From an optimization exercise on the open Yosys and OpenROAD flow, aimed at small area, a short achievable clock period and few clock cycles per item; shortcuts taken in it are not production practice. The RTL was checked by simulation tests, not by an equivalence proof against the original design.

$ cat design/flow/constraint.sdc
create_clock -name core_clock -period 11.0 [get_ports {clk}]
set_input_delay 2.2000 -clock core_clock [delete_from_list [all_inputs] [get_ports {clk}]]
set_output_delay 2.2000 -clock core_clock [all_outputs]
set_load 0.01 [all_outputs]
$ cat design/flow/standard.sh
#!/bin/bash
# synth_recipe.tcl (not shown) runs the flow's synth.tcl, then flattens the netlist and writes it again
# the make line also repeats each setting of config.mk as NAME=value (left out here)
make -C /OpenROAD-flow-scripts/flow DESIGN_CONFIG=/design/flow/config.mk WORK_HOME=/design/flow/orfs CLKGATE_MAP_FILE= SYNTH_SCRIPT=/design/flow/synth_recipe.tcl "${@:-finish}"
$ cat design/flow/flow/margin.txt
6.15
$ cat design/flow/flow/run.sh
#!/bin/bash
set -euo pipefail
MARGIN=$(cat flow/margin.txt)
bash standard.sh synth > synth.log 2>&1
bash standard.sh SETUP_SLACK_MARGIN=$MARGIN finish > layout.log 2>&1
$ cat design/flow/design.v
`timescale 1ns / 1ps
package mepg_pkg;
	localparam int unsigned CFG_UPPER_HALF = 0;
	localparam int unsigned CFG_SKIP       = 1;
endpackage
`timescale 1ns / 1ps
`default_nettype none
module mepg_add
#(
	parameter int W  = 34,
	parameter int BK = 1
) (
	input  wire  [W-1:0] a,
	input  wire  [W-1:0] b,
	input  wire          ci,
	output logic [W-1:0] s
);
	localparam int L = 6;    
	logic [W-1:0] g0, p0, gg, pp;
	always_comb begin
		g0 = a & b;
		p0 = a ^ b;
		g0[0] = g0[0] | (p0[0] & ci);
		gg = g0;
		pp = p0;
		for (int l = 1; l <= L; l++) begin
			for (int i = 0; i < W; i++) begin
				if ((((i + 1) % (1 << l)) == 0) && (i >= (1 << (l - 1)))) begin
					gg[i] = gg[i] | (pp[i] & gg[i - (1 << (l - 1))]);
					pp[i] = pp[i] & pp[i - (1 << (l - 1))];
				end
			end
		end
		for (int l = L - 1; l >= 1; l--) begin
			for (int i = 0; i < W; i++) begin
				if ((((i + 1) % (1 << l)) == (1 << (l - 1))) && (i >= (1 << l))) begin
					gg[i] = gg[i] | (pp[i] & gg[i - (1 << (l - 1))]);
					pp[i] = pp[i] & pp[i - (1 << (l - 1))];
				end
			end
		end
		s = BK ? (p0 ^ {gg[W-2:0], ci}) : (a + b + W'(ci));
	end
endmodule
module mepg_add3
#(
	parameter int W  = 34,
	parameter int BK = 1
) (
	input  wire  [W-1:0] a,
	input  wire  [W-1:0] b,
	input  wire  [W-1:0] c,
	input  wire          ci,
	output logic [W-1:0] s
);
	wire [W-1:0] sv = a ^ b ^ c;
	wire [W-1:0] cv = (a & b) | (a & c) | (b & c);
	mepg_add #(.W(W), .BK(BK)) u_add (.a(sv), .b({cv[W-2:0], ci}), .ci(1'b0), .s(s));
endmodule
`default_nettype wire
`timescale 1ns / 1ps
`default_nettype none
module midpoint_ellipse_point_generator_unit
#(
	parameter int RADIUS_BITS = 10,
	parameter int COORD_BITS  = 12
) (
	input  wire                          clk,
	input  wire                          arst_n,
	input  wire                          psel,
	input  wire                          penable,
	input  wire                          pwrite,
	input  wire  [2:0]                   paddr,
	input  wire  [31:0]                  pwdata,
	output logic [31:0]                  prdata,
	output logic                         pready,
	input  wire                          item_valid,
	output logic                         item_ready,
	input  wire                          item_command,
	input  wire  [RADIUS_BITS-1:0]       item_radius_x,
	input  wire  [RADIUS_BITS-1:0]       item_radius_y,
	input  wire  signed [COORD_BITS-1:0] item_centre_x,
	input  wire  signed [COORD_BITS-1:0] item_centre_y,
	output logic                         result_valid,
	input  wire                          result_ready,
	output logic signed [COORD_BITS:0]   result_right_x,
	output logic signed [COORD_BITS:0]   result_left_x,
	output logic signed [COORD_BITS:0]   result_upper_y,
	output logic signed [COORD_BITS:0]   result_lower_y,
	output logic                         result_lower_valid,
	output logic                         result_visible,
	output logic                         result_done_res
);
	localparam int DW = 34;    
	localparam int MW = 32;    
	localparam int AW = 20;    
	localparam int KW = 24;    
	localparam int OW = COORD_BITS + 1;
	localparam int DBK = 0, GBK = 1, MBK = 1;    
	logic       upper_n_q;     
	logic       skip0_n_q;     
	logic [7:1] skip_h_q;      
	wire        upper_q = !upper_n_q;
	wire  [7:0] skip_q  = {skip_h_q, !skip0_n_q};
	assign pready = 1'b1;
	always_ff @(posedge clk or negedge arst_n) begin
		if (!arst_n) begin
			upper_n_q <= 1'b1;
			skip0_n_q <= 1'b1;
			skip_h_q  <= '0;
		end else if (psel && penable && pwrite) begin
			if (!paddr[2]) begin
				upper_n_q <= !pwdata[0];
			end else begin
				skip0_n_q <= !pwdata[0];
				skip_h_q  <= pwdata[7:1];
			end
		end
	end
	assign prdata = {24'b0, skip_h_q & {7{paddr[2]}}, !(paddr[2] ? skip0_n_q : upper_n_q)};
	localparam logic [1:0] RG_IDLE = 2'd0, RG_FIRST = 2'd1, RG_SECOND = 2'd2, RG_DONE = 2'd3;
	localparam logic [2:0] PH_NONE = 3'd0, PH_P1 = 3'd1, PH_I1 = 3'd2, PH_I2 = 3'd3,
	                       PH_P2 = 3'd4, PH_F1 = 3'd5;
	logic [1:0] region_q;
	logic [2:0] ph_q;
	logic [3:0] cnt_q;
	logic [1:0] tr_q;          
	logic [1:0] pcnt_q;        
	logic       rdy_q;
	logic       ov_q;          
	logic signed [DW-1:0] D_q;
	logic signed [MW-1:0] M_q, G_q;
	logic        [AW-1:0] a_q, b_q;
	logic        [KW-1:0] CK_q;
	logic        [7:0]    n_q;
	logic                 dx_q, dy_q;
	logic        [OW-1:0] rxo_q, lxo_q, uyo_q, lyo_q;
	logic                 lv_q, vis_q, done_q;
	wire out_free  = !ov_q || result_ready;
	wire start_ok  = (pcnt_q == 2'd0) && out_free;
	wire acc_step  = item_valid && rdy_q && item_command;
	wire acc_start = item_valid && rdy_q && !item_command && start_ok;
	wire r1         = (region_q == RG_FIRST);
	wire r2         = (region_q == RG_SECOND);
	wire init_go    = acc_start;    
	wire init_act   = (ph_q != PH_NONE);
	wire seq_free   = !init_act && (tr_q == 2'd0);
	wire emit       = seq_free && ((pcnt_q != 2'd0) || acc_step) && out_free;
	wire y_zero     = (uyo_q == lyo_q);
	wire done_now   = !(r1 || r2) || (r2 && dy_q && y_zero);
	wire step_live  = emit && !done_now;
	wire dneg       = D_q[DW-1];
	wire diag       = r1 ? !dneg : dneg;
	wire mv_x       = r1 || diag;
	wire mv_y       = r2 || diag;
	wire f1_load    = (ph_q == PH_F1);
	wire bx = lxo_q[cnt_q];
	wire by = lyo_q[cnt_q];
	wire signed [DW-1:0] m4  = DW'(signed'(M_q)) <<< 2;
	wire signed [DW-1:0] g4  = DW'(signed'(G_q)) <<< 2;
	wire signed [DW-1:0] a4  = DW'({a_q, 2'b00});
	wire signed [DW-1:0] ck4 = DW'({CK_q, 2'b00});
	logic s_xm4, s_diag1, s_xa4, s_xd, s_xck, s_xnm2, s_yg4, s_yg2, s_yna4, s_ya;
	logic s_z1b, s_z1ck, s_z1nm, s_z2a;
	wire signed [DW-1:0] xop = ({DW{s_xm4}} & m4) | ({DW{s_diag1}} & g4) | ({DW{s_xa4}} & a4)
	                         | ({DW{s_xd}} & D_q) | ({DW{s_xck}} & DW'(CK_q))
	                         | ({DW{s_xnm2}} & ~(DW'(signed'(M_q)) <<< 1));
	wire signed [DW-1:0] yop = ({DW{s_diag1}} & ck4) | ({DW{s_yg4}} & g4)
	                         | ({DW{s_yg2}} & (DW'(signed'(G_q)) <<< 1))
	                         | ({DW{s_yna4}} & ~a4) | ({DW{s_ya}} & DW'(a_q));
	logic signed [DW-1:0] dsum;
	mepg_add3 #(.W(DW), .BK(DBK)) u_dadd (.a(D_q), .b(xop), .c(yop), .ci(s_yna4), .s(dsum));
	wire d_clr = init_go || (ph_q == PH_I2);
	wire d_en  = (init_act && (ph_q != PH_P1) && (ph_q != PH_F1)) || ((ph_q == PH_P1) && bx) || f1_load
	                  || (tr_q != 2'd0) || step_live;
	wire signed [MW-1:0] z1 = ({MW{s_z1b}} & MW'({b_q, 1'b0})) | ({MW{s_z1ck}} & MW'(CK_q))
	                        | ({MW{s_z1nm}} & ~M_q);
	wire signed [MW-1:0] z2 = {MW{s_z2a}} & MW'({a_q, 1'b0});
	logic signed [MW-1:0] gsum, msum;
	mepg_add3 #(.W(MW), .BK(GBK)) u_gadd (.a(G_q), .b(z1), .c(z2), .ci(s_z1nm), .s(gsum));
	mepg_add  #(.W(MW), .BK(MBK)) u_madd (.a(M_q), .b(MW'({b_q, 1'b0})), .ci(1'b0), .s(msum));
	logic signed [MW-1:0] G_d;
	always_comb begin
		G_d = G_q;
		if (init_go)                                   G_d = '0;
		else if ((ph_q == PH_P1) && bx)                G_d = gsum;
		else if (f1_load)                              G_d = MW'(D_q >>> 1);
		else if ((tr_q == 2'd1) || (tr_q == 2'd2))     G_d = gsum;
		else if (!init_act && step_live)               G_d = gsum;
	end
	always_ff @(posedge clk) begin
		if (d_clr)     D_q <= '0;
		else if (d_en) D_q <= dsum;
		if (init_go)                                   M_q <= '0;
		else if ((ph_q == PH_P1) && by)                M_q <= msum;
		else if (ph_q == PH_I1)                        M_q <= M_q >>> 1;
		else if (f1_load)                              M_q <= msum;
		else if (!init_act && step_live && mv_x)       M_q <= msum;
		G_q <= G_d;
		if (init_go) begin
			a_q <= AW'(item_radius_x);
			b_q <= AW'(item_radius_y);
		end else if (ph_q == PH_P1) begin
			a_q <= a_q << 1;
			b_q <= b_q << 1;
		end else if (ph_q == PH_I1) begin
			a_q <= AW'(G_q >>> 1);
			b_q <= AW'(M_q >>> 1);
		end
		if (ph_q == PH_I2) CK_q <= KW'(dsum >>> 2);
		if (acc_start) begin
			rxo_q <= OW'(item_centre_x);
			lxo_q <= OW'(item_radius_x);
			uyo_q <= OW'(item_centre_y);
			lyo_q <= OW'(item_radius_y);
			dx_q  <= 1'b0;
			dy_q  <= 1'b0;
		end else if (f1_load) begin
			lxo_q <= rxo_q;
			uyo_q <= uyo_q + lyo_q;
			lyo_q <= uyo_q - lyo_q;
		end else if (emit) begin
			if (done_now) begin
				rxo_q  <= '0;
				lxo_q  <= '0;
				uyo_q  <= '0;
				lyo_q  <= '0;
				lv_q   <= 1'b0;
				vis_q  <= 1'b0;
				done_q <= 1'b1;
			end else begin
				rxo_q  <= rxo_q + OW'(dx_q);
				lxo_q  <= lxo_q - OW'(dx_q);
				uyo_q  <= uyo_q - OW'(dy_q);
				lyo_q  <= lyo_q + OW'(dy_q);
				vis_q  <= (n_q >= skip_q);
				lv_q   <= (n_q >= skip_q) && !upper_q;
				done_q <= 1'b0;
				dx_q   <= mv_x;
				dy_q   <= mv_y;
			end
		end
		if (f1_load || (tr_q == 2'd3)) begin
			n_q <= '0;
		end else if (step_live && (n_q != 8'hFF)) begin
			n_q <= n_q + 8'd1;
		end
	end
	logic [1:0] pcnt_d, tr_d, region_d;
	logic [2:0] ph_d;
	logic [3:0] cnt_d;
	always_comb begin
		pcnt_d = pcnt_q + {1'b0, acc_step} - {1'b0, emit};
		ph_d = ph_q;
		unique case (ph_q)
			PH_NONE: if (init_go) ph_d = PH_P1;
			PH_P1:   if (cnt_q == 4'd9) ph_d = PH_I1;
			PH_I1:   ph_d = PH_I2;
			PH_I2:   ph_d = PH_P2;
			PH_P2:   if (cnt_q == 4'd0) ph_d = PH_F1;
			PH_F1:   ph_d = PH_NONE;
			default: ph_d = PH_NONE;
		endcase
		cnt_d = cnt_q;
		if (init_go)            cnt_d = 4'd0;
		else if (ph_q == PH_P1) cnt_d = (cnt_q == 4'd9) ? 4'd9 : cnt_q + 4'd1;
		else if (ph_q == PH_P2) cnt_d = cnt_q - 4'd1;
		if (init_go || (init_act && !f1_load)) tr_d = 2'd0;
		else if (tr_q != 2'd0)    tr_d = tr_q + 2'd1;
		else                      tr_d = {1'b0, (region_d == RG_FIRST) && !G_d[MW-1]};
		region_d = region_q;
		if (f1_load)                      region_d = RG_FIRST;
		else if (tr_q == 2'd3)            region_d = RG_SECOND;
		else if (emit && done_now && r2)  region_d = RG_DONE;
	end
	wire dneg_d = d_clr ? 1'b0 : (d_en ? dsum[DW-1] : D_q[DW-1]);
	wire st_d   = (ph_d == PH_NONE) && (tr_d == 2'd0);
	wire r1_d   = (region_d == RG_FIRST);
	wire diag_d = r1_d ? !dneg_d : dneg_d;
	wire by_d   = lyo_q[cnt_d];
	always_ff @(posedge clk) begin
		s_xm4   <= (ph_d == PH_I1) || (ph_d == PH_I2) || (ph_d == PH_F1) || (st_d && (r1_d ? !diag_d : diag_d));
		s_diag1 <= st_d && r1_d && diag_d;
		s_xa4   <= (ph_d == PH_P1) || (st_d && !r1_d && !diag_d);
		s_xd    <= (ph_d == PH_P2);
		s_xck   <= (tr_d == 2'd1);
		s_xnm2  <= (tr_d == 2'd3);
		s_yg4   <= st_d && !r1_d;
		s_yg2   <= (ph_d == PH_I2) || (tr_d == 2'd3);
		s_yna4  <= (tr_d == 2'd1) || ((ph_d == PH_P2) && by_d);
		s_ya    <= (ph_d == PH_F1) || (tr_d == 2'd2);
		s_z1b   <= st_d && r1_d;
		s_z1ck  <= (tr_d == 2'd1);
		s_z1nm  <= (tr_d == 2'd2);
		s_z2a   <= (ph_d != PH_NONE) || (st_d && (!r1_d || diag_d));
	end
	always_ff @(posedge clk or negedge arst_n) begin
		if (!arst_n) begin
			region_q <= RG_IDLE;
			ph_q     <= PH_NONE;
			cnt_q    <= '0;
			tr_q     <= '0;
			pcnt_q   <= '0;
			rdy_q    <= 1'b1;
			ov_q     <= 1'b0;
		end else begin
			pcnt_q   <= pcnt_d;
			ph_q     <= ph_d;
			cnt_q    <= cnt_d;
			tr_q     <= tr_d;
			region_q <= region_d;
			rdy_q    <= (ph_d == PH_NONE) && (pcnt_d != 2'd2);
			if (emit)              ov_q <= 1'b1;
			else if (result_ready) ov_q <= 1'b0;
		end
	end
	assign item_ready         = rdy_q && (item_command || start_ok);
	assign result_valid       = ov_q;
	assign result_right_x     = rxo_q;
	assign result_left_x      = lxo_q;
	assign result_upper_y     = uyo_q;
	assign result_lower_y     = lyo_q;
	assign result_lower_valid = lv_q;
	assign result_visible     = vis_q;
	assign result_done_res    = done_q;
endmodule
`default_nettype wire
$ cat design/flow/config.mk
export PLATFORM = sky130hd
export DESIGN_NAME = midpoint_ellipse_point_generator_unit
export DESIGN_NICKNAME = midpoint_ellipse_point_generator_unit
export VERILOG_FILES = /design/flow/design.v
export SDC_FILE = /design/flow/constraint.sdc
export NUM_CORES = 4
export LEC_CHECK = 0
export CAP_MARGIN = 20
export CORE_MARGIN = 2
export CORE_UTILIZATION = 40
export SLEW_MARGIN = 20
==> flow_metrics.env, run 1 <==
export IMPL_drc=0
export IMPL_synthDistinctLibCells=86
export IMPL_tightest_slew_ns=0.963
export IMPL_port_buffers=125
export IMPL_finalClockSkew_ns=0.0181
export IMPL_antenna_cells=0
export IMPL_detailed_place_hpwl_um=44300
export IMPL_syn_avg_cell_area_um2=8.59
export IMPL_holdWs_ns=0.500
export IMPL_async_flop_share_pct=9.09
export IMPL_grt_pass1_wl_um=105000
export IMPL_maxSlewHeadroom_pct=35.6
export IMPL_place_ws_ns=4.47
export IMPL_finish_net_count=2818
export IMPL_ys_ff_latch=264
export IMPL_status="timing/DRC/antenna clean"
export IMPL_hold_path_class="flip-flop to flip-flop"
export IMPL_drt_wirelength_per_cell_um=20.7
export IMPL_hold_viol=0
export IMPL_crit_arrival_ns=6.03
export IMPL_cts_buffer_depth=3
export IMPL_cts_hold_buf=0
export IMPL_finalMaxSlewViolations=0
export IMPL_drtAntennaViolNets=0
export IMPL_rows=83
export IMPL_n_fill_cell=4857
export IMPL_ys_warn_count=3
export IMPL_max_cap_violations=0
export IMPL_syn_inst=2390
export IMPL_place_congestion=0.917
export IMPL_seq_area_um2=6360
export IMPL_end_kind="flip-flop"
export IMPL_dp_cells=3096
export IMPL_cts_sinks=264
export IMPL_drive_gt1_share_pct=11.1
export IMPL_final_min_period_over_clock_period_pct=50.5
export IMPL_slowest_delay_ns=0.59
export IMPL_synth_ff_type="dfxtp_1"
export IMPL_multiInputGateArea_um2=13500
export IMPL_fin_setup_tns_ns=0
export IMPL_grt_pass1_vias=18900
export IMPL_cts_clk_slew_worst_paths_ns=0.06
export IMPL_cts_root_buf="clkbuf_16"
export IMPL_ys_seq_area_share_pct=30.9
export IMPL_overflow=0
export IMPL_worst_path_max_delay_cell="fa_1"
export IMPL_track_usage_pct=24.7
export IMPL_fin_crit_ns=5.56
export IMPL_syn_area_um2=20500
export IMPL_drt_iter0_drc=1588
export IMPL_synth_edff_count=93
export IMPL_setup_viol=0
export IMPL_start_util_pct=40.3
export IMPL_antenna_found_initial=0
export IMPL_die_w_um=231
export IMPL_grt_setup_unrepaired="yes"
export IMPL_numCtsBuffers=35
export IMPL_io_pins=177
export IMPL_worst_path_max_fanout=6
export IMPL_fmax_mhz=180
export IMPL_die_area_um2=53100
export IMPL_setup_ws_ns=5.44
export IMPL_worstSetupPathType="flip-flop to flip-flop"
export IMPL_coreArea_um2=51000
export IMPL_cp_start_kind="flip-flop"
export IMPL_die_h_um=231
export IMPL_drt_vias_per_instance=5.80
export IMPL_required_ns=11.47
export IMPL_grt_max_degree=72
export IMPL_drt_wl_total_um=66200
export IMPL_clock_latency_ns=0.55
export IMPL_fin_cells=3203
export IMPL_htreeDepth=2
export IMPL_first_pass_iters=8
export IMPL_cts_tree="yes"
export IMPL_syn2layout_area_growth_pct=18.7
export IMPL_vias=18600
==> worst max-delay path: cells and delay by family, from the launching register on <==
| family | cells | cell delay [ns] |
|---|---|---|
| buffers and inverters | 3 | 0.35 |
| and+or+nand+nor | 5 | 0.63 |
| DFF | 1 | 0.36 |
| xor gates and xnor gates | 3 | 0.40 |
| adders and majority gates | 3 | 1.04 |
| AOI/OAI and AO/OA | 17 | 2.69 |
==> kinds of logic (layout without fill, tap and decap cells) <==
| family | after synthesis | in the layout | share of synthesized area [%] |
|---|---|---|---|
| muxes | 32 | 32 | 2.05 |
| AOI/OAI and AO/OA | 662 | 662 | 21.7 |
| other | 2 | 25 | 0.0366 |
| adders and majority gates | 233 | 233 | 17.2 |
| buffers and inverters | 304 | 414 | 6.14 |
| and+or+nand+nor | 766 | 766 | 16.5 |
| DFF | 264 | 264 | 30.9 |
| xor gates and xnor gates | 127 | 127 | 5.42 |
==> cell usage in the layout, fill, tap and decap left out, drive strengths merged, types with 16 or more instances in the layout <==
| cell | n |
|---|---|
| and2 | 20 |
| a22oi | 52 |
| inv | 150 |
| nor3 | 38 |
| o211ai | 24 |
| xnor2 | 78 |
| ha | 151 |
| buf | 86 |
| a31oi | 24 |
| nor2b | 33 |
| conb | 25 |
| a222oi | 21 |
| xor2 | 49 |
| clkbuf | 57 |
| a21o | 44 |
| a221oi | 39 |
| fa | 82 |
| o21ai | 134 |
| nand2 | 313 |
| clkdlybuf4s50 | 113 |
| nand2b | 16 |
| dfxtp | 147 |
| edfxtp | 93 |
| a211oi | 61 |
| nand4 | 17 |
| nand3 | 43 |
| a21oi | 157 |
| dfrtp | 21 |
| a221o | 19 |
| nor2 | 232 |
==> stage by stage <==
| stage | area (µm²) | utilization [%] |
|---|---|---|
| 2_1_floorplan | 20700 | - |
| 3_3_place_gp | 22400 | 43.9 |
| 3_5_place_dp | 22400 | 43.9 |
| 4_1_cts | 24100 | 47.2 |
| 5_1_grt | 24400 | 47.8 |
| 6_report | 24400 | 47.8 |
==> layer usage <==
layer / track usage [%] / vias up / wire (µm) / part of all wire, %
met5: 0 / - / 0 / 0
met4: 9.27 / 0 / 2190 / 3.3
met3: 3.61 / 138 / 4550 / 6.9
met2: 41.7 / 721 / 31200 / 47
met1: 31.9 / 9007 / 28200 / 43
li1: - / 8703 / - / -
==> path summary, 6_finish.rpt <==
path | from | to | slack [ns] | cells after the start
max in group asynchronous | arst_n | rdy_q$_DFF_PN1_ | 8.65 | 2
setup / recovery | s_z1ck$_DFF_P_ | s_xm4$_DFF_P_ | 5.44 | 31
hold / removal | D_q[0]$_SDFFE_PP0N_ | D_q[0]$_SDFFE_PP0N_ | 0.50 | 2
hold reg to reg | D_q[0]$_SDFFE_PP0N_ | D_q[0]$_SDFFE_PP0N_ | 0.50 | 2
setup reg to reg | s_z1ck$_DFF_P_ | s_xm4$_DFF_P_ | 5.44 | 31
min in group asynchronous | arst_n | skip_h_q[6]$_DFFE_PN0P_ | 2.03 | 2
==> state kept, by name (all words and copies together), names as in the netlist, 2 cells and up <==
signal	cells
cnt_q	4
D_q	34
ph_q	3
rxo_q	13
lyo_q	13
region_q	2
n_q	8
M_q	32
a_q	20
tr_q	2
skip_h_q	7
lxo_q	13
G_q	32
b_q	20
CK_q	24
pcnt_q	2
uyo_q	13
==> synthesized netlist by cell type (19+ instances only) <==
| master | n | area share, % |
|---|---|---|
| a21o_1 | 41 | 1.5 |
| xnor2_1 | 78 | 3.3 |
| a211oi_1 | 59 | 2.2 |
| ha_1 | 151 | 9.2 |
| a221o_1 | 19 | 0.93 |
| a21oi_1 | 156 | 3.8 |
| clkbuf_1 | 112 | 2.0 |
| a222oi_1 | 21 | 1.0 |
| o211ai_1 | 24 | 0.88 |
| a22oi_1 | 52 | 1.9 |
| a31oi_1 | 24 | 0.73 |
| nor3_1 | 38 | 0.93 |
| buf_4 | 27 | 0.99 |
| o21ai_0 | 130 | 3.2 |
| nand3_1 | 43 | 1.0 |
| fa_1 | 82 | 8.0 |
| nand2_1 | 312 | 5.7 |
| a221oi_1 | 39 | 1.7 |
| xor2_1 | 49 | 2.1 |
| nor2_1 | 232 | 4.2 |
| dfrtp_1 | 21 | 2.6 |
| edfxtp_1 | 93 | 14 |
| and2_1 | 20 | 0.61 |
| nor2b_1 | 33 | 1.0 |
| inv_1 | 148 | 2.7 |
| dfxtp_1 | 147 | 14 |
==> cell type report <==
class / instances / share of cell area (%)
clock buffer: 57 / 4.48
timing repair buffer: 201 / 8.10
inverter: 149 / 2.36
timing repair inverter: 2 / 0.0719
multi-input combinational: 1845 / 55.3
sequential: 264 / 26.1
clock inverter: 5 / 0.113
tap: 680 / 3.49
==> timing repair <==
| item | in CTS | in global routing |
|---|---|---|
| endpoints found under the hold margin | 0 | 0 |
| pin swaps | 29 | 29 |
| resized for setup | 135 | 35 |
| endpoints found under the setup margin | 66 | 41 |
| setup buffers | 28 | 11 |
| gates cloned | 5 | 0 |
Testbench counts, summed over its fixed seeds: cycles 48,527, items 46,359.
==> inputs of run 2 (changes only) <==
--- a/design/flow/design.v
+++ b/design/flow/design.v
@@ -126,7 +126,9 @@
 	logic [3:0] cnt_q;
 	logic [1:0] tr_q;          
 	logic [1:0] pcnt_q;        
-	logic       rdy_q;
+	logic       rdy_q;         
+	logic       sok1_q;        
+	logic       sok2_q;        
 	logic       ov_q;          
 	logic signed [DW-1:0] D_q;
 	logic signed [MW-1:0] M_q, G_q;
@@ -137,9 +139,10 @@
 	logic        [OW-1:0] rxo_q, lxo_q, uyo_q, lyo_q;
 	logic                 lv_q, vis_q, done_q;
 	wire out_free  = !ov_q || result_ready;
-	wire start_ok  = (pcnt_q == 2'd0) && out_free;
+	logic ov_d;
+	wire start_ok  = sok1_q || (sok2_q && result_ready);
 	wire acc_step  = item_valid && rdy_q && item_command;
-	wire acc_start = item_valid && rdy_q && !item_command && start_ok;
+	wire acc_start = item_valid && !item_command && start_ok;
 	wire r1         = (region_q == RG_FIRST);
 	wire r2         = (region_q == RG_SECOND);
 	wire init_go    = acc_start;    
@@ -273,26 +276,28 @@
 		else if (tr_q == 2'd3)            region_d = RG_SECOND;
 		else if (emit && done_now && r2)  region_d = RG_DONE;
 	end
+	assign ov_d = emit || (ov_q && !result_ready);
 	wire dneg_d = d_clr ? 1'b0 : (d_en ? dsum[DW-1] : D_q[DW-1]);
-	wire st_d   = (ph_d == PH_NONE) && (tr_d == 2'd0);
+	wire st_d   = (ph_d == PH_NONE);
+	wire ntr_d  = (tr_d == 2'd0);
 	wire r1_d   = (region_d == RG_FIRST);
 	wire diag_d = r1_d ? !dneg_d : dneg_d;
 	wire by_d   = lyo_q[cnt_d];
 	always_ff @(posedge clk) begin
-		s_xm4   <= (ph_d == PH_I1) || (ph_d == PH_I2) || (ph_d == PH_F1) || (st_d && (r1_d ? !diag_d : diag_d));
-		s_diag1 <= st_d && r1_d && diag_d;
-		s_xa4   <= (ph_d == PH_P1) || (st_d && !r1_d && !diag_d);
+		s_xm4   <= (ph_d == PH_I1) || (ph_d == PH_I2) || (ph_d == PH_F1) || (st_d && (r1_d ? !diag_d : diag_d) && ntr_d);
+		s_diag1 <= st_d && r1_d && diag_d && ntr_d;
+		s_xa4   <= (ph_d == PH_P1) || (st_d && !r1_d && !diag_d && ntr_d);
 		s_xd    <= (ph_d == PH_P2);
 		s_xck   <= (tr_d == 2'd1);
 		s_xnm2  <= (tr_d == 2'd3);
-		s_yg4   <= st_d && !r1_d;
+		s_yg4   <= st_d && !r1_d && ntr_d;
 		s_yg2   <= (ph_d == PH_I2) || (tr_d == 2'd3);
 		s_yna4  <= (tr_d == 2'd1) || ((ph_d == PH_P2) && by_d);
 		s_ya    <= (ph_d == PH_F1) || (tr_d == 2'd2);
-		s_z1b   <= st_d && r1_d;
+		s_z1b   <= st_d && r1_d && ntr_d;
 		s_z1ck  <= (tr_d == 2'd1);
 		s_z1nm  <= (tr_d == 2'd2);
-		s_z2a   <= (ph_d != PH_NONE) || (st_d && (!r1_d || diag_d));
+		s_z2a   <= (ph_d != PH_NONE) || (st_d && (!r1_d || diag_d) && ntr_d);
 	end
 	always_ff @(posedge clk or negedge arst_n) begin
 		if (!arst_n) begin
@@ -302,6 +307,8 @@
 			tr_q     <= '0;
 			pcnt_q   <= '0;
 			rdy_q    <= 1'b1;
+			sok1_q   <= 1'b1;
+			sok2_q   <= 1'b1;
 			ov_q     <= 1'b0;
 		end else begin
 			pcnt_q   <= pcnt_d;
@@ -310,11 +317,12 @@
 			tr_q     <= tr_d;
 			region_q <= region_d;
 			rdy_q    <= (ph_d == PH_NONE) && (pcnt_d != 2'd2);
-			if (emit)              ov_q <= 1'b1;
-			else if (result_ready) ov_q <= 1'b0;
+			sok2_q   <= (ph_d == PH_NONE) && (pcnt_d == 2'd0);
+			sok1_q   <= (ph_d == PH_NONE) && (pcnt_d == 2'd0) && !ov_d;
+			ov_q     <= ov_d;
 		end
 	end
-	assign item_ready         = rdy_q && (item_command || start_ok);
+	assign item_ready         = (rdy_q && item_command) || start_ok;
 	assign result_valid       = ov_q;
 	assign result_right_x     = rxo_q;
 	assign result_left_x      = lxo_q;
--- a/design/flow/config.mk
+++ b/design/flow/config.mk
@@ -8,4 +8,6 @@
 export CAP_MARGIN = 20
 export CORE_MARGIN = 2
 export CORE_UTILIZATION = 40
+export CTS_CLUSTER_DIAMETER = 100
+export CTS_CLUSTER_SIZE = 20
 export SLEW_MARGIN = 20
==> run 2 against run 1 <==
Against the previous run:
- clock-buffer cell count is 31 lower
- critical path depth is 8 lower
- final cell count is 2.2% lower
- synthesized cell count is 0.84% lower
- still clean
- wire length is 0.12% higher
- flip-flop and latch count is 2 higher
- area after synthesis is 0.32% higher
- via count is 0.35% higher
- first-iteration DRC count is 33% higher
- worst setup slack better by 0.53 ns
==> flow_metrics.env, run 2 <==
export IMPL_syn_inst=2370
export IMPL_finalMaxSlewViolations=0
export IMPL_synth_top_family_by_area="compound AO/OA/AOI/OAI gates"
export IMPL_synth_fa_ha_area_share_pct=17.1
export IMPL_drive_gt1_share_pct=8.48
export IMPL_hold_path_class="flip-flop to flip-flop"
export IMPL_io_pins=177
export IMPL_fmax_mhz=199
export IMPL_port_buffers=125
export IMPL_ys_seq_area_share_pct=31.0
export IMPL_cts_sinks=266
export IMPL_grt_setup_unrepaired="yes"
export IMPL_hold_viol=0
export IMPL_track_usage_pct=24.3
export IMPL_synth_xor_area_share_pct=5.74
export IMPL_tightest_slew_ns=1.11
export IMPL_final_min_period_over_clock_period_pct=45.7
export IMPL_final_common_cell="nand2_1"
export IMPL_clock_latency_ns=0.54
export IMPL_async_flop_share_pct=9.77
export IMPL_synthMuxAreaShare_pct=2.57
export IMPL_maxSlewHeadroom_pct=25.8
export IMPL_cts_tree="yes"
export IMPL_finish_net_count=2763
export IMPL_end_kind="flip-flop"
export IMPL_synth_top_cells_by_count="333 x nand2_1, 199 x nor2_1, 167 x a21oi_1, 151 x ha_1, 147 x dfxtp_1"
export IMPL_synth_compound_area_share_pct=21.8
export IMPL_worst_path_max_fanout=15
export IMPL_multiInputGateArea_um2=13400
export IMPL_setup_viol=0
export IMPL_holdWs_ns=0.505
export IMPL_coreArea_um2=51100
export IMPL_drt_iter0_drc=2116
export IMPL_synth_ff_type="dfxtp_1"
export IMPL_top_register="D_q"
export IMPL_max_cap_violations=0
export IMPL_syn2layout_area_growth_pct=14.3
export IMPL_vias=18600
export IMPL_cts_clk_slew_worst_paths_ns=0.10
export IMPL_htreeDepth=1
export IMPL_largest_reg_flops=34
export IMPL_overflow=0
export IMPL_grt_pass1_wl_um=103000
export IMPL_synth_top_cell_by_area="dfxtp_1"
export IMPL_drtAntennaViolNets=0
export IMPL_ys_warn_count=3
export IMPL_final_cell_mix="331 x nand2_1, 196 x nor2_1, 161 x a21oi_1"
export IMPL_die_area_um2=53300
export IMPL_cp_start_kind="flip-flop"
export IMPL_synth_most_common_cell="nand2_1"
export IMPL_ys_ff_latch=266
export IMPL_rows=83
export IMPL_fin_crit_ns=5.03
export IMPL_grt_max_degree=64
export IMPL_worstSetupPathType="flip-flop to flip-flop"
export IMPL_status="timing/DRC/antenna clean"
export IMPL_synth_edff_count=93
export IMPL_cts_root_buf="clkbuf_16"
export IMPL_drc=0
export IMPL_drt_vias_per_instance=5.95
export IMPL_syn_area_um2=20600
export IMPL_crit_arrival_ns=5.46
export IMPL_detailed_place_hpwl_um=45900
export IMPL_grt_pass1_vias=18200
export IMPL_required_ns=11.43
export IMPL_start_util_pct=40.3
export IMPL_fin_setup_tns_ns=0
export IMPL_first_pass_iters=9
export IMPL_drt_wirelength_per_cell_um=21.1
export IMPL_top_regs="D_q: 34 flops, G_q: 32 flops, M_q: 32 flops"
export IMPL_place_congestion=0.889
export IMPL_die_h_um=231
export IMPL_seq_area_um2=6410
export IMPL_numCtsBuffers=17
export IMPL_yosys_top_cells_area="dfxtp_1 14%, edfxtp_1 14%, ha_1 9.2%"
export IMPL_syn_avg_cell_area_um2=8.69
export IMPL_n_fill_cell=4936
export IMPL_synthSimpleGateAreaFrac_pct=15.9
export IMPL_antenna_found_initial=2
export IMPL_cts_buffer_depth=3
export IMPL_die_w_um=231
export IMPL_drt_wl_total_um=66200
export IMPL_synth_top_area_share_pct=14.3
export IMPL_finalClockSkew_ns=0.0246
export IMPL_synthDistinctLibCells=80
run 2: layer usage:
| layer | routed length, µm | part of all wire, % | track usage [%] | vias to the layer above |
|---|---|---|---|---|
| met5 | 0 | 0 | 0 | - |
| met4 | 2640 | 4.0 | 9.46 | 0 |
| met3 | 5120 | 7.7 | 3.93 | 132 |
| met2 | 30200 | 46 | 39.7 | 794 |
| met1 | 28300 | 43 | 32.1 | 9064 |
| li1 | - | - | - | 8644 |
run 2: path summary, 6_finish.rpt:
path                       cells after the start                      end  slack (ns)                  from
setup / recovery                              23            s_yg2$_DFF_P_        5.97        s_z1nm$_DFF_P_
hold / removal                                 2     D_q[32]$_SDFFE_PP0N_        0.50  D_q[32]$_SDFFE_PP0N_
setup reg to reg                              23            s_yg2$_DFF_P_        5.97        s_z1nm$_DFF_P_
hold reg to reg                                2     D_q[32]$_SDFFE_PP0N_        0.50  D_q[32]$_SDFFE_PP0N_
max in group asynchronous                      2          rdy_q$_DFF_PN1_        8.66                arst_n
min in group asynchronous                      2  skip_h_q[3]$_DFFE_PN0P_        2.04                arst_n
run 2: cells by family (layout without fill, tap and decap cells):
logic type | count (synthesis) | count (layout)
AND/OR/NAND/NOR | 740 | 740
AO/OA/AOI/OAI | 665 | 665
buffers and inverters | 287 | 347
flip-flops | 266 | 266
adder cells (fa/ha/maj) | 233 | 233
XOR/XNOR | 135 | 135
multiplexers | 42 | 42
other | 2 | 26
run 2: layout make-up:
type / instances / share of cell area (%)
Multi-Input combinational cell: 1840 / 57.1
Sequential cell: 266 / 27.2
Timing Repair Buffer: 185 / 7.75
Tap cell: 680 / 3.61
Inverter: 132 / 2.14
Clock buffer: 26 / 1.99
Clock inverter: 3 / 0.159
Timing Repair inverter: 1 / 0.0319
Antenna cell: 1 / 0.0106
run 2: metrics by stage:
stage	cells	worst slack, ns	cell area, µm²	utilization [%]
floorplan	2393	6.12	20700	-
global placement	3073	4.98	22300	43.7
detailed placement	3073	4.99	22300	43.7
CTS	3119	6.05	23100	45.3
global route	3133	5.78	23500	46.1
finish	3134	5.97	23500	46.1
run 2: timing repair:
action	4_1_cts	5_1_grt
buffers inserted	15	12
pin swaps	14	29
setup endpoints to repair	69	42
cloned	2	2
resized for setup	95	67
hold buffers	0	0
run 2: worst max-delay path, stage by stage (launching register included):
cell and delay (ns):
dfxtp_4 0.38, clkinvlp_4 0.14, buf_12 0.16, bufbuf_16 0.28
o21ai_2 0.12, a21oi_1 0.07, fa_1 0.55, inv_1 0.08
ha_4 0.27, nand3_1 0.06, or2_2 0.28, o211a_4 0.26
o31ai_4 0.23, a21oi_2 0.11, o21ai_2 0.26, o41ai_4 0.10
fa_2 0.39, xnor2_2 0.14, xnor2_1 0.12, nor2_1 0.11
a32oi_2 0.11, a31o_2 0.34, and2_4 0.15, or2_1 0.20
Testbench counts of run 2, summed over its fixed seeds: cycles 48,527, items 46,359.
==> inputs of run 3 (changes only) <==
--- a/design/flow/config.mk
+++ b/design/flow/config.mk
@@ -8,6 +8,4 @@
 export CAP_MARGIN = 20
 export CORE_MARGIN = 2
 export CORE_UTILIZATION = 40
-export CTS_CLUSTER_DIAMETER = 100
-export CTS_CLUSTER_SIZE = 20
 export SLEW_MARGIN = 20
==> run 3 against run 2 <==
Against the previous run:
- fmax hardly changed
- via count up 1.2%
- sequential share of layout area down 0.78 points
==> flow_metrics.env, run 3 <==
export IMPL_syn_inst=2370
export IMPL_dp_cells=3073
export IMPL_final_min_period_over_clock_period_pct=45.7
export IMPL_synth_most_common_cell="nand2_1"
export IMPL_synth_ff_type="dfxtp_1"
export IMPL_utilization_pct=47.5
export IMPL_place_area_um2=22300
export IMPL_ys_seq_area_share_pct=31.0
export IMPL_synth_edff_count=93
export IMPL_numCtsBuffers=35
export IMPL_grt_pass1_wl_um=104000
export IMPL_maxSlewHeadroom_pct=28.9
export IMPL_critPathLaunch="s_z1nm$_DFF_P_"
export IMPL_antenna_found_initial=0
export IMPL_drive_gt1_share_pct=9.59
export IMPL_drt_iter0_drc=2039
export IMPL_worst_path_max_fanout=15
export IMPL_crit_buf_inv=4
export IMPL_grt_pass1_vias=18400
export IMPL_die_h_um=231
export IMPL_syn_area_um2=20600
export IMPL_start_util_pct=40.3
export IMPL_fmax_mhz=199
export IMPL_finalMaxSlewViolations=0
export IMPL_max_cap_violations=0
export IMPL_htreeDepth=2
export IMPL_ys_warn_count=3
export IMPL_fin_crit_ns=5.03
export IMPL_synth_top_area_share_pct=14.3
export IMPL_critPathTopFamily="compound AO/OA/AOI/OAI gates"
export IMPL_cts_clk_slew_worst_paths_ns=0.06
export IMPL_setup_ws_ns=5.97
export IMPL_reg2reg_from="s_z1nm$_DFF_P_"
export IMPL_cts_buffer_depth=3
export IMPL_holdWs_ns=0.503
export IMPL_async_flop_share_pct=9.77
export IMPL_drt_vias_per_instance=5.95
export IMPL_hold_path_class="flip-flop to flip-flop"
export IMPL_yosys_top_cells_area="dfxtp_1 14%, edfxtp_1 14%, ha_1 9.2%"
export IMPL_setup_viol=0
export IMPL_cp_start_kind="flip-flop"
export IMPL_port_buffers=125
export IMPL_end_kind="flip-flop"
export IMPL_worstSetupPathType="flip-flop to flip-flop"
export IMPL_drt_wirelength_per_cell_um=21.2
export IMPL_clock_latency_ns=0.56
export IMPL_synth_top_cells_by_count="333 x nand2_1, 199 x nor2_1, 167 x a21oi_1, 151 x ha_1, 147 x dfxtp_1"
export IMPL_vias=18900
export IMPL_cts_tree="yes"
export IMPL_drtAntennaViolNets=0
export IMPL_drt_wl_total_um=67400
export IMPL_coreArea_um2=51100
export IMPL_finish_net_count=2784
export IMPL_drc=0
export IMPL_hold_viol=0
export IMPL_finalClockSkew_ns=0.0219
export IMPL_r2r_end="s_yg2$_DFF_P_"
export IMPL_path_cells="clkinvlp_4 -> buf_12 -> bufbuf_16 -> o21ai_2 -> a21oi_1 -> fa_1 -> inv_1 -> ha_1 -> nand3_1 -> or2_2 -> o211a_4 -> o31ai_4 -> a21oi_2 -> o21ai_2 -> o41ai_4 -> fa_2 -> xnor2_2 -> xnor2_1 -> nor2_1 -> a32oi_2 -> a31o_2 -> and2_4 -> or2_1"
export IMPL_io_pins=177
export IMPL_crit_top_cell="o21ai_2"
export IMPL_top_register="D_q"
export IMPL_ys_ff_latch=266
export IMPL_crit_arrival_ns=5.48
export IMPL_overflow=0
export IMPL_worst_path_max_delay_cell="fa_1"
export IMPL_status="timing/DRC/antenna clean"
export IMPL_final_common_cell="nand2_1"
export IMPL_die_w_um=231
export IMPL_critical_path_depth=23
export IMPL_rows=83
export IMPL_synth_top_cell_by_area="dfxtp_1"
export IMPL_grt_max_degree=64
export IMPL_fin_cells=3172
export IMPL_cts_sinks=266
export IMPL_r2r_cells=23
export IMPL_track_usage_pct=24.7
export IMPL_slowest_delay_ns=0.53
export IMPL_rrSetupSlack_ns=5.97
export IMPL_required_ns=11.45
export IMPL_setup_worst_path_end="s_yg2$_DFF_P_"
export IMPL_final_cell_area_um2=24200
export IMPL_final_cell_mix="331 x nand2_1, 198 x nor2_1, 162 x a21oi_1"
export IMPL_grt_setup_unrepaired="yes"
export IMPL_place_congestion=0.889
export IMPL_syn_avg_cell_area_um2=8.69
export IMPL_first_pass_iters=9
export IMPL_fin_setup_tns_ns=0
export IMPL_tightest_slew_ns=1.06
export IMPL_die_area_um2=53300
export IMPL_detailed_place_hpwl_um=45900
export IMPL_largest_reg_flops=34
export IMPL_cts_root_buf="clkbuf_16"
export IMPL_synthDistinctLibCells=80
export IMPL_place_ws_ns=4.99
export IMPL_top_regs="D_q: 34 flops, G_q: 32 flops, M_q: 32 flops"
export IMPL_syn2layout_area_growth_pct=17.7
export IMPL_cts_hold_buf=0
==> run 3: cell counts after synthesis <==
No cell type changed its count.
==> run 3: logic make-up (layout without fill, tap and decap cells) <==
family	count (synthesis)	count (layout)	share of synthesized area [%]
AND/OR/NAND/NOR	740	740	15.9
XOR/XNOR	135	135	5.74
multiplexers	42	42	2.57
buffers and inverters	287	385	5.83
AO/OA/AOI/OAI	665	665	21.8
other	2	26	0.0365
adder cells (fa/ha/maj)	233	233	17.1
flip-flops	266	266	31.0
==> run 3: cell type report <==
type / instances / area (µm²)
antenna: 1 / 2.50
clock buffer: 53 / 1110
clock inverter: 11 / 98.8
fill: 4858 / 26800
inverter: 132 / 503
multi-input combinational: 1840 / 13400
sequential: 266 / 6410
tap: 680 / 851
timing repair buffer: 188 / 1860
timing repair inverter: 1 / 7.51
==> run 3: timing repair <==
item	CTS	global route
cloned	2	3
buffers inserted	16	13
pin swaps	14	22
endpoints found under the setup margin	69	40
gates resized for setup	95	57
==> run 3: layer usage <==
layer	up-vias	wire length [µm]	track usage, %
met3	139	5260	4.94
met1	9215	28800	32.3
met5	-	0	0
li1	8718	-	-
met4	0	2540	9.72
met2	794	30800	39.9
==> run 3: worst min-delay path by stage <==
stage / endpoint / slack [ns] / startpoint / cells past startpoint
after floorplan: M_q[0]$_SDFFE_PP0P_ / 0.46 / M_q[0]$_SDFFE_PP0P_ / 2
after global placement: D_q[32]$_SDFFE_PP0N_ / 0.48 / D_q[32]$_SDFFE_PP0N_ / 2
after detailed placement: D_q[32]$_SDFFE_PP0N_ / 0.49 / D_q[32]$_SDFFE_PP0N_ / 2
after CTS: D_q[32]$_SDFFE_PP0N_ / 0.50 / D_q[32]$_SDFFE_PP0N_ / 2
after global routing: D_q[32]$_SDFFE_PP0N_ / 0.53 / D_q[32]$_SDFFE_PP0N_ / 2
final: D_q[32]$_SDFFE_PP0N_ / 0.50 / D_q[32]$_SDFFE_PP0N_ / 2
==> run 3: worst reg2reg max path, stage by stage, from the launching register on <==
cell and delay (ns):
dfxtp_4 0.37, clkinvlp_4 0.15, buf_12 0.17, bufbuf_16 0.29
o21ai_2 0.12, a21oi_1 0.06, fa_1 0.53, inv_1 0.06
ha_1 0.29, nand3_1 0.07, or2_2 0.28, o211a_4 0.26
o31ai_4 0.23, a21oi_2 0.11, o21ai_2 0.26, o41ai_4 0.11
fa_2 0.39, xnor2_2 0.14, xnor2_1 0.12, nor2_1 0.11
a32oi_2 0.11, a31o_2 0.34, and2_4 0.15, or2_1 0.19
==> inputs of run 4 (changes only) <==
--- a/design/flow/design.v
+++ b/design/flow/design.v
@@ -124,7 +124,7 @@
 	logic [1:0] region_q;
 	logic [2:0] ph_q;
 	logic [3:0] cnt_q;
-	logic [1:0] tr_q;          
+	logic [2:0] tr_q;          
 	logic [1:0] pcnt_q;        
 	logic       rdy_q;         
 	logic       sok1_q;        
@@ -147,7 +147,7 @@
 	wire r2         = (region_q == RG_SECOND);
 	wire init_go    = acc_start;    
 	wire init_act   = (ph_q != PH_NONE);
-	wire seq_free   = !init_act && (tr_q == 2'd0);
+	wire seq_free   = !init_act && (tr_q == 3'd0);
 	wire emit       = seq_free && ((pcnt_q != 2'd0) || acc_step) && out_free;
 	wire y_zero     = (uyo_q == lyo_q);
 	wire done_now   = !(r1 || r2) || (r2 && dy_q && y_zero);
@@ -175,7 +175,7 @@
 	mepg_add3 #(.W(DW), .BK(DBK)) u_dadd (.a(D_q), .b(xop), .c(yop), .ci(s_yna4), .s(dsum));
 	wire d_clr = init_go || (ph_q == PH_I2);
 	wire d_en  = (init_act && (ph_q != PH_P1) && (ph_q != PH_F1)) || ((ph_q == PH_P1) && bx) || f1_load
-	                  || (tr_q != 2'd0) || step_live;
+	                  || (tr_q >= 3'd2) || step_live;
 	wire signed [MW-1:0] z1 = ({MW{s_z1b}} & MW'({b_q, 1'b0})) | ({MW{s_z1ck}} & MW'(CK_q))
 	                        | ({MW{s_z1nm}} & ~M_q);
 	wire signed [MW-1:0] z2 = {MW{s_z2a}} & MW'({a_q, 1'b0});
@@ -188,7 +188,7 @@
 		if (init_go)                                   G_d = '0;
 		else if ((ph_q == PH_P1) && bx)                G_d = gsum;
 		else if (f1_load)                              G_d = MW'(D_q >>> 1);
-		else if ((tr_q == 2'd1) || (tr_q == 2'd2))     G_d = gsum;
+		else if ((tr_q == 3'd2) || (tr_q == 3'd3))     G_d = gsum;
 		else if (!init_act && step_live)               G_d = gsum;
 	end
 	always_ff @(posedge clk) begin
@@ -243,13 +243,14 @@
 				dy_q   <= mv_y;
 			end
 		end
-		if (f1_load || (tr_q == 2'd3)) begin
+		if (f1_load || (tr_q == 3'd4)) begin
 			n_q <= '0;
 		end else if (step_live && (n_q != 8'hFF)) begin
 			n_q <= n_q + 8'd1;
 		end
 	end
-	logic [1:0] pcnt_d, tr_d, region_d;
+	logic [1:0] pcnt_d, region_d;
+	logic [2:0] tr_d;
 	logic [2:0] ph_d;
 	logic [3:0] cnt_d;
 	always_comb begin
@@ -268,18 +269,19 @@
 		if (init_go)            cnt_d = 4'd0;
 		else if (ph_q == PH_P1) cnt_d = (cnt_q == 4'd9) ? 4'd9 : cnt_q + 4'd1;
 		else if (ph_q == PH_P2) cnt_d = cnt_q - 4'd1;
-		if (init_go || (init_act && !f1_load)) tr_d = 2'd0;
-		else if (tr_q != 2'd0)    tr_d = tr_q + 2'd1;
-		else                      tr_d = {1'b0, (region_d == RG_FIRST) && !G_d[MW-1]};
+		if (init_go || (init_act && !f1_load)) tr_d = 3'd0;
+		else if (tr_q == 3'd4)    tr_d = 3'd0;
+		else if (tr_q != 3'd0)    tr_d = tr_q + 3'd1;
+		else                      tr_d = {2'b0, (region_d == RG_FIRST) && !G_d[MW-1]};
 		region_d = region_q;
 		if (f1_load)                      region_d = RG_FIRST;
-		else if (tr_q == 2'd3)            region_d = RG_SECOND;
+		else if (tr_q == 3'd4)            region_d = RG_SECOND;
 		else if (emit && done_now && r2)  region_d = RG_DONE;
 	end
 	assign ov_d = emit || (ov_q && !result_ready);
 	wire dneg_d = d_clr ? 1'b0 : (d_en ? dsum[DW-1] : D_q[DW-1]);
 	wire st_d   = (ph_d == PH_NONE);
-	wire ntr_d  = (tr_d == 2'd0);
+	wire ntr_d  = (tr_q == 3'd0) || (tr_q == 3'd4);    
 	wire r1_d   = (region_d == RG_FIRST);
 	wire diag_d = r1_d ? !dneg_d : dneg_d;
 	wire by_d   = lyo_q[cnt_d];
@@ -288,15 +290,15 @@
 		s_diag1 <= st_d && r1_d && diag_d && ntr_d;
 		s_xa4   <= (ph_d == PH_P1) || (st_d && !r1_d && !diag_d && ntr_d);
 		s_xd    <= (ph_d == PH_P2);
-		s_xck   <= (tr_d == 2'd1);
-		s_xnm2  <= (tr_d == 2'd3);
+		s_xck   <= (tr_q == 3'd1) && !init_go;
+		s_xnm2  <= (tr_q == 3'd3) && !init_go;
 		s_yg4   <= st_d && !r1_d && ntr_d;
-		s_yg2   <= (ph_d == PH_I2) || (tr_d == 2'd3);
-		s_yna4  <= (tr_d == 2'd1) || ((ph_d == PH_P2) && by_d);
-		s_ya    <= (ph_d == PH_F1) || (tr_d == 2'd2);
+		s_yg2   <= (ph_d == PH_I2) || ((tr_q == 3'd3) && !init_go);
+		s_yna4  <= ((tr_q == 3'd1) && !init_go) || ((ph_d == PH_P2) && by_d);
+		s_ya    <= (ph_d == PH_F1) || ((tr_q == 3'd2) && !init_go);
 		s_z1b   <= st_d && r1_d && ntr_d;
-		s_z1ck  <= (tr_d == 2'd1);
-		s_z1nm  <= (tr_d == 2'd2);
+		s_z1ck  <= (tr_q == 3'd1) && !init_go;
+		s_z1nm  <= (tr_q == 3'd2) && !init_go;
 		s_z2a   <= (ph_d != PH_NONE) || (st_d && (!r1_d || diag_d) && ntr_d);
 	end
 	always_ff @(posedge clk or negedge arst_n) begin
--- a/design/flow/config.mk
+++ b/design/flow/config.mk
@@ -7,5 +7,5 @@
 export LEC_CHECK = 0
 export CAP_MARGIN = 20
 export CORE_MARGIN = 2
-export CORE_UTILIZATION = 40
+export CORE_UTILIZATION = 65
 export SLEW_MARGIN = 20
==> run 4 against run 3 <==
Against the previous run:
- still clean
- final cell count decreased by 8.6%
- clock skew decreased by 0.012 ns
- flip-flop and latch count increased by 1
- area after synthesis increased by 1.3%
==> flow_metrics.env, run 4 <==
export IMPL_detailed_place_hpwl_um=43200
export IMPL_grt_pass1_wl_um=102000
export IMPL_io_pins=177
export IMPL_top_regs="D_q: 34 flops, G_q: 32 flops, M_q: 32 flops"
export IMPL_port_buffers=125
export IMPL_largest_reg_flops=34
export IMPL_grt_pass1_vias=19100
export IMPL_maxSlewHeadroom_pct=18.6
export IMPL_setup_viol=0
export IMPL_drt_wirelength_per_cell_um=22.3
export IMPL_finalClockSkew_ns=0.00965
export IMPL_drt_vias_per_instance=6.72
export IMPL_syn_area_um2=20900
export IMPL_finish_net_count=2796
export IMPL_overflow=0
export IMPL_drt_wl_total_um=64600
export IMPL_utilization_pct=75.2
export IMPL_drtAntennaViolNets=0
export IMPL_rows=65
export IMPL_final_min_period_over_clock_period_pct=44.4
export IMPL_numCtsBuffers=30
export IMPL_rrSetupSlack_ns=6.12
export IMPL_cp_start_kind="flip-flop"
export IMPL_cts_buffer_depth=3
export IMPL_die_w_um=183
export IMPL_ys_seq_area_share_pct=30.8
export IMPL_max_cap_violations=0
export IMPL_required_ns=11.44
export IMPL_fin_setup_tns_ns=0
export IMPL_whs_path_depth=2
export IMPL_synth_top_area_share_pct=14.1
export IMPL_final_cell_mix="319 x nand2_1, 211 x nor2_1, 152 x ha_1"
export IMPL_status="timing/DRC/antenna clean"
export IMPL_final_common_cell="nand2_1"
export IMPL_fin_crit_ns=4.88
export IMPL_hold_path_end="D_q[5]$_SDFFE_PP0N_"
export IMPL_cts_sinks=267
export IMPL_die_h_um=183
export IMPL_clock_latency_ns=0.56
export IMPL_drc=0
export IMPL_crit_arrival_ns=5.32
export IMPL_vias=19500
export IMPL_cts_root_buf="clkbuf_16"
export IMPL_first_pass_iters=9
export IMPL_end_kind="flip-flop"
export IMPL_yosys_top_cells_area="dfxtp_1 14%, edfxtp_1 13%, ha_1 9.2%"
export IMPL_start_util_pct=66.1
export IMPL_die_area_um2=33500
export IMPL_worst_path_max_fanout=19
export IMPL_synth_edff_count=93
export IMPL_syn2layout_area_growth_pct=13.8
export IMPL_finalMaxSlewViolations=0
export IMPL_reg2reg_from="s_z1nm$_DFF_P_"
export IMPL_ys_ff_latch=267
export IMPL_r2r_end="tr_q[0]$_DFF_PN0_"
export IMPL_coreArea_um2=31600
export IMPL_worstSetupPathType="flip-flop to flip-flop"
export IMPL_grt_setup_unrepaired="yes"
export IMPL_ys_warn_count=3
export IMPL_async_flop_share_pct=10.1
export IMPL_cts_tree="yes"
export IMPL_synth_most_common_cell="nand2_1"
export IMPL_r2r_cells=23
export IMPL_fmax_mhz=205
export IMPL_drt_iter0_drc=2266
export IMPL_htreeDepth=1
export IMPL_hold_start="D_q[5]$_SDFFE_PP0N_"
export IMPL_drive_gt1_share_pct=7.81
export IMPL_syn_inst=2403
export IMPL_synthDistinctLibCells=79
export IMPL_synth_ff_type="dfxtp_1"
export IMPL_hold_path_class="flip-flop to flip-flop"
export IMPL_top_register="D_q"
export IMPL_track_usage_pct=38.2
export IMPL_place_congestion=0.931
export IMPL_cts_hold_buf=0
export IMPL_cts_clk_slew_worst_paths_ns=0.07
export IMPL_synth_top_cell_by_area="dfxtp_1"
export IMPL_hold_viol=0
export IMPL_syn_avg_cell_area_um2=8.68
export IMPL_tightest_slew_ns=1.22
export IMPL_grt_max_degree=83
export IMPL_synth_top_cells_by_count="320 x nand2_1, 211 x nor2_1, 155 x a21oi_1, 154 x ha_1, 147 x dfxtp_1"
export IMPL_antenna_found_initial=0
export IMPL_antenna_cells=0
==> run 4: cell types whose count changed in the layout (fill, tap and decap cells not counted), sizes merged, moves of 13 or more <==
cell | before | now
xnor2 | 95 | 80
and3 | 9 | 28
o21ai | 134 | 117
nand2 | 333 | 320
a211oi | 31 | 46
==> run 4: cell type report <==
class | instances | area [µm²]
clock buffers | 46 | 987
repair buffers | 174 | 1690
well taps | 402 | 503
clock inverters | 10 | 128
fillers | 2355 | 7830
repair inverters | 1 | 7.51
inverters | 144 | 553
multi-input cells | 1855 | 13400
flip-flops and latches | 267 | 6440
==> run 4: critical path: stages, from the launching register on <==
cell and delay, ns:
dfxtp_4 0.42, clkinv_4 0.15, buf_8 0.20, o21ai_1 0.14, a21oi_1 0.07, fa_1 0.48, inv_1 0.04, ha_1 0.33
o21ai_2 0.18, a21oi_2 0.06, o21ai_2 0.24, a21oi_4 0.11, a41o_4 0.32, a2111o_1 0.40, a31o_2 0.23, a21o_1 0.22
a31oi_4 0.21, fa_2 0.24, xnor2_2 0.11, xnor2_1 0.13, nand2_1 0.08, a21oi_2 0.17, o22ai_1 0.08, nor2b_1 0.13
==> run 4: how the worst max path moves through the flow <==
stage / start / depth (start not counted) / end
finish: s_z1nm$_DFF_P_ / 23 / tr_q[0]$_DFF_PN0_
CTS: s_z1ck$_DFF_P_ / 21 / tr_q[0]$_DFF_PN0_
global placement: s_z1nm$_DFF_P_ / 23 / tr_q[0]$_DFF_PN0_
detailed placement: s_z1nm$_DFF_P_ / 23 / tr_q[0]$_DFF_PN0_
global route: s_z1nm$_DFF_P_ / 23 / tr_q[0]$_DFF_PN0_
floorplan: paddr[2] / 2 / prdata[0]
==> run 4: per-layer routing <==
layer  part of all wire, %  global-route usage, %  vias up
met5                     0                      0        -
met4                   5.1                   18.0        0
met3                    10                   5.74      255
met2                    46                   63.1     1170
met1                    39                   49.4     9310
li1                      -                      -     8754
==> run 4: kinds of logic after synthesis <==
group / after synthesis / share of synthesized area (%)
simple gates: 768 / 16.3
compound gates: 653 / 21.6
buf+inv: 304 / 6.12
flops: 267 / 30.8
fa+ha+maj: 236 / 17.1
xor+xnor: 128 / 5.37
mux: 45 / 2.71
other cells: 2 / 0.0360
==> run 4: stage by stage <==
step	setup WS [ns]	hold slack, ns	cell area [µm²]	std cells
finish	6.12	0.473	23700	2899
global route	5.97	0.500	23700	2899
CTS	6.10	0.474	23500	2889
detailed placement	5.05	0.465	22200	2822
global placement	5.08	0.457	22200	2822
floorplan	6.18	0.445	20900	2426
==> run 4: timing repair <==
item	in CTS	in global routing
endpoints found under the setup margin	44	16
gates cloned	1	2
pin swaps	14	23
resized for setup	84	36
setup buffers	10	8
Testbench counts of run 4, summed over its fixed seeds: cycles 48,607, items 46,359.
==> inputs of run 5 (changes only) <==
--- a/design/flow/config.mk
+++ b/design/flow/config.mk
@@ -7,5 +7,7 @@
 export LEC_CHECK = 0
 export CAP_MARGIN = 20
 export CORE_MARGIN = 2
-export CORE_UTILIZATION = 65
+export CORE_UTILIZATION = 40
+export CTS_CLUSTER_DIAMETER = 120
+export CTS_CLUSTER_SIZE = 26
 export SLEW_MARGIN = 20
==> run 5 against run 4 <==
Against the previous run:
- still clean
- via count fell by 2.3%
- area after synthesis did not move
- final cell count is 9.2% higher
- utilization shrank 29 points
- cell area fell by 0.22%
- synthesized cell count unchanged
- fmax up 0.77%
- flip-flop and latch count unchanged
- register-to-register slack improved by 0.11 ns
- die area up 61%
- critical path type is now primary input to primary output
- largest cell class unchanged
==> flow_metrics.env, run 5 <==
export IMPL_syn_inst=2403
export IMPL_start_util_pct=40.6
export IMPL_cts_buffer_depth=3
export IMPL_fmax_mhz=206
export IMPL_synth_top_area_share_pct=14.1
export IMPL_crit_arrival_ns=2.64
export IMPL_async_flop_share_pct=10.1
export IMPL_drt_wl_total_um=68200
export IMPL_tightest_slew_ns=1.11
export IMPL_port_buffers=125
export IMPL_end_kind="primary output"
export IMPL_fin_crit_ns=4.84
export IMPL_cts_tree="yes"
export IMPL_cts_clk_slew_worst_paths_ns=0.12
export IMPL_antenna_found_initial=0
export IMPL_r2r_cells=20
export IMPL_syn2layout_area_growth_pct=13.5
export IMPL_io_pins=177
export IMPL_synth_edff_count=93
export IMPL_drt_wirelength_per_cell_um=21.5
export IMPL_worst_path_max_delay_cell="a21oi_4"
export IMPL_drive_gt1_share_pct=8.21
export IMPL_cts_hold_buf=0
export IMPL_hold_viol=0
export IMPL_coreArea_um2=51400
export IMPL_clock_latency_ns=0.56
export IMPL_die_w_um=232
export IMPL_grt_max_degree=145
export IMPL_drt_iter0_drc=1967
export IMPL_worstSetupPathType="primary input to primary output"
export IMPL_synthDistinctLibCells=79
export IMPL_place_congestion=0.846
export IMPL_maxSlewHeadroom_pct=25.6
export IMPL_rows=83
export IMPL_first_pass_iters=8
export IMPL_numCtsBuffers=15
export IMPL_overflow=0
export IMPL_rrSetupSlack_ns=6.23
export IMPL_synth_top_cells_by_count="320 x nand2_1, 211 x nor2_1, 155 x a21oi_1, 154 x ha_1, 147 x dfxtp_1"
export IMPL_status="timing/DRC/antenna clean"
export IMPL_drc=0
export IMPL_antenna_cells=0
export IMPL_place_ws_ns=4.38
export IMPL_cts_sinks=267
export IMPL_finish_net_count=2799
export IMPL_ys_seq_area_share_pct=30.8
export IMPL_whs_path_depth=2
export IMPL_cts_root_buf="clkbuf_16"
export IMPL_fin_setup_tns_ns=0
export IMPL_syn_avg_cell_area_um2=8.68
export IMPL_synth_top_cell_by_area="dfxtp_1"
export IMPL_slowest_delay_ns=0.13
export IMPL_final_cell_mix="317 x nand2_1, 211 x nor2_1, 149 x a21oi_1"
export IMPL_finalMaxSlewViolations=0
export IMPL_detailed_place_hpwl_um=45300
export IMPL_grt_pass1_vias=18600
export IMPL_largest_reg_flops=34
export IMPL_final_min_period_over_clock_period_pct=44.0
export IMPL_drtAntennaViolNets=0
export IMPL_vias=19000
export IMPL_drt_vias_per_instance=6.02
export IMPL_synth_ff_type="dfxtp_1"
export IMPL_ys_warn_count=3
export IMPL_track_usage_pct=24.5
export IMPL_synth_most_common_cell="nand2_1"
export IMPL_required_ns=8.80
export IMPL_die_h_um=232
export IMPL_finalClockSkew_ns=0.0539
export IMPL_worst_path_max_fanout=2
export IMPL_grt_setup_unrepaired="yes"
export IMPL_setup_ws_ns=6.16
export IMPL_final_common_cell="nand2_1"
export IMPL_grt_pass1_wl_um=105000
export IMPL_crit_top_cell="buf_6"
export IMPL_cp_start_kind="primary input"
export IMPL_syn_area_um2=20900
export IMPL_top_regs="D_q: 34 flops, G_q: 32 flops, M_q: 32 flops"
export IMPL_setup_viol=0
export IMPL_max_cap_violations=0
export IMPL_top_register="D_q"
export IMPL_die_area_um2=54000
export IMPL_grt_met3_usage_pct=3.20
export IMPL_htreeDepth=1
export IMPL_yosys_top_cells_area="dfxtp_1 14%, edfxtp_1 13%, ha_1 9.2%"
export IMPL_hold_path_class="flip-flop to flip-flop"
export IMPL_ys_ff_latch=267
export IMPL_grt_met1_usage_pct=32.3
export IMPL_grtUsageMet2_pct=41.1
export IMPL_path_cells="buf_6 -> a21oi_4 -> nand2_2 -> buf_6"
export IMPL_top_usage_layer="met2"
[run 5: layout make-up]
class	instances	area, µm²
Fill cell	5080	27700
Timing Repair Buffer	190	1830
Clock inverter	8	67.6
Inverter	144	561
Tap cell	680	851
Timing Repair inverter	3	23.8
Clock buffer	18	387
Multi-Input combinational cell	1855	13500
Sequential cell	267	6440
[run 5: final timing paths]
kind                                      from                     to
min                        D_q[5]$_SDFFE_PP0N_    D_q[5]$_SDFFE_PP0N_
max in group asynchronous               arst_n       sok2_q$_DFF_PN1_
min in group asynchronous               arst_n  region_q[1]$_DFF_PN0_
max                               result_ready             item_ready
max reg2reg                  CK_q[9]$_DFFE_PN_      tr_q[0]$_DFF_PN0_
min reg2reg                D_q[5]$_SDFFE_PP0N_    D_q[5]$_SDFFE_PP0N_
[run 5: through the flow]
stage / instance area, µm² / std cells / hold WS (ns) / util [%]
finish: 23700 / 3165 / 0.488 / 46.1
global route: 23700 / 3165 / 0.502 / 46.1
CTS: 23200 / 3142 / 0.482 / 45.2
detailed placement: 22500 / 3097 / 0.467 / 43.9
global placement: 22500 / 3097 / 0.461 / 43.9
floorplan: 20900 / 2426 / 0.445 / -
[run 5: routing by layer]
layer / routed length (µm) / part of all wire (%)
met3: 5460 / 8.0
met4: 2430 / 3.6
met2: 31700 / 47
met1: 28600 / 42
met5: 0 / 0
[run 5: worst max-delay path, delay by kind of cell]
kind | cells | cell delay [ns]
buffers and inverters | 2 | 0.23
AOI/OAI and AO/OA | 1 | 0.13
and+or+nand+nor | 1 | 0.09
[run 5: what timing repair did]
action / 4_1_cts / 5_1_grt
gates cloned: 2 / 3
pin swaps: 9 / 36
setup endpoints to repair: 59 / 51
buffers inserted: 17 / 20
gates resized for setup: 95 / 53
[run 5: cell families (layout without fill, tap and decap cells)]
logic type | Yosys count | count (layout) | share of synthesized area [%]
flops | 267 | 267 | 30.8
simple gates | 768 | 768 | 16.3
mux | 45 | 45 | 2.71
compound gates | 653 | 653 | 21.6
other cells | 2 | 25 | 0.0360
xor+xnor | 128 | 128 | 5.37
fa+ha+maj | 236 | 236 | 17.1
buf+inv | 304 | 363 | 6.12

==> re-timing with driven ports <==
The results above use ideal ports. As a check the final layouts listed here were re-extracted and re-timed, cells and wires unchanged. Step 1, drivers: a clkbuf_16 drives clk and a buf_2 each remaining input, both assumed. Step 2, shift: input delay + t, output delay - t, t = (earliest + latest rising clock arrival at the registers) / 2. This alone moves slack from input paths to output paths. a / b / c = ideal ports / drivers / drivers and shift; a / b = the first two.
run	t (ns)	setup WS [ns]	clock arrival spread, ns
run 1	0.599	5.441 / 5.441 / 5.441	0.018 / 0.018
run 2	0.582	5.973 / 5.973 / 5.557	0.025 / 0.024
run 3	0.606	5.974 / 5.974 / 5.538	0.022 / 0.022
run 4	0.614	6.118 / 6.054 / 5.693	0.010 / 0.010
run 5	0.587	6.155 / 6.070 / 5.645	0.055 / 0.055
After both steps setup and hold are still met in every run listed. The setup slack of run 5, which loses most, moves by -0.085 ns with the drivers and by -0.510 ns with both steps.
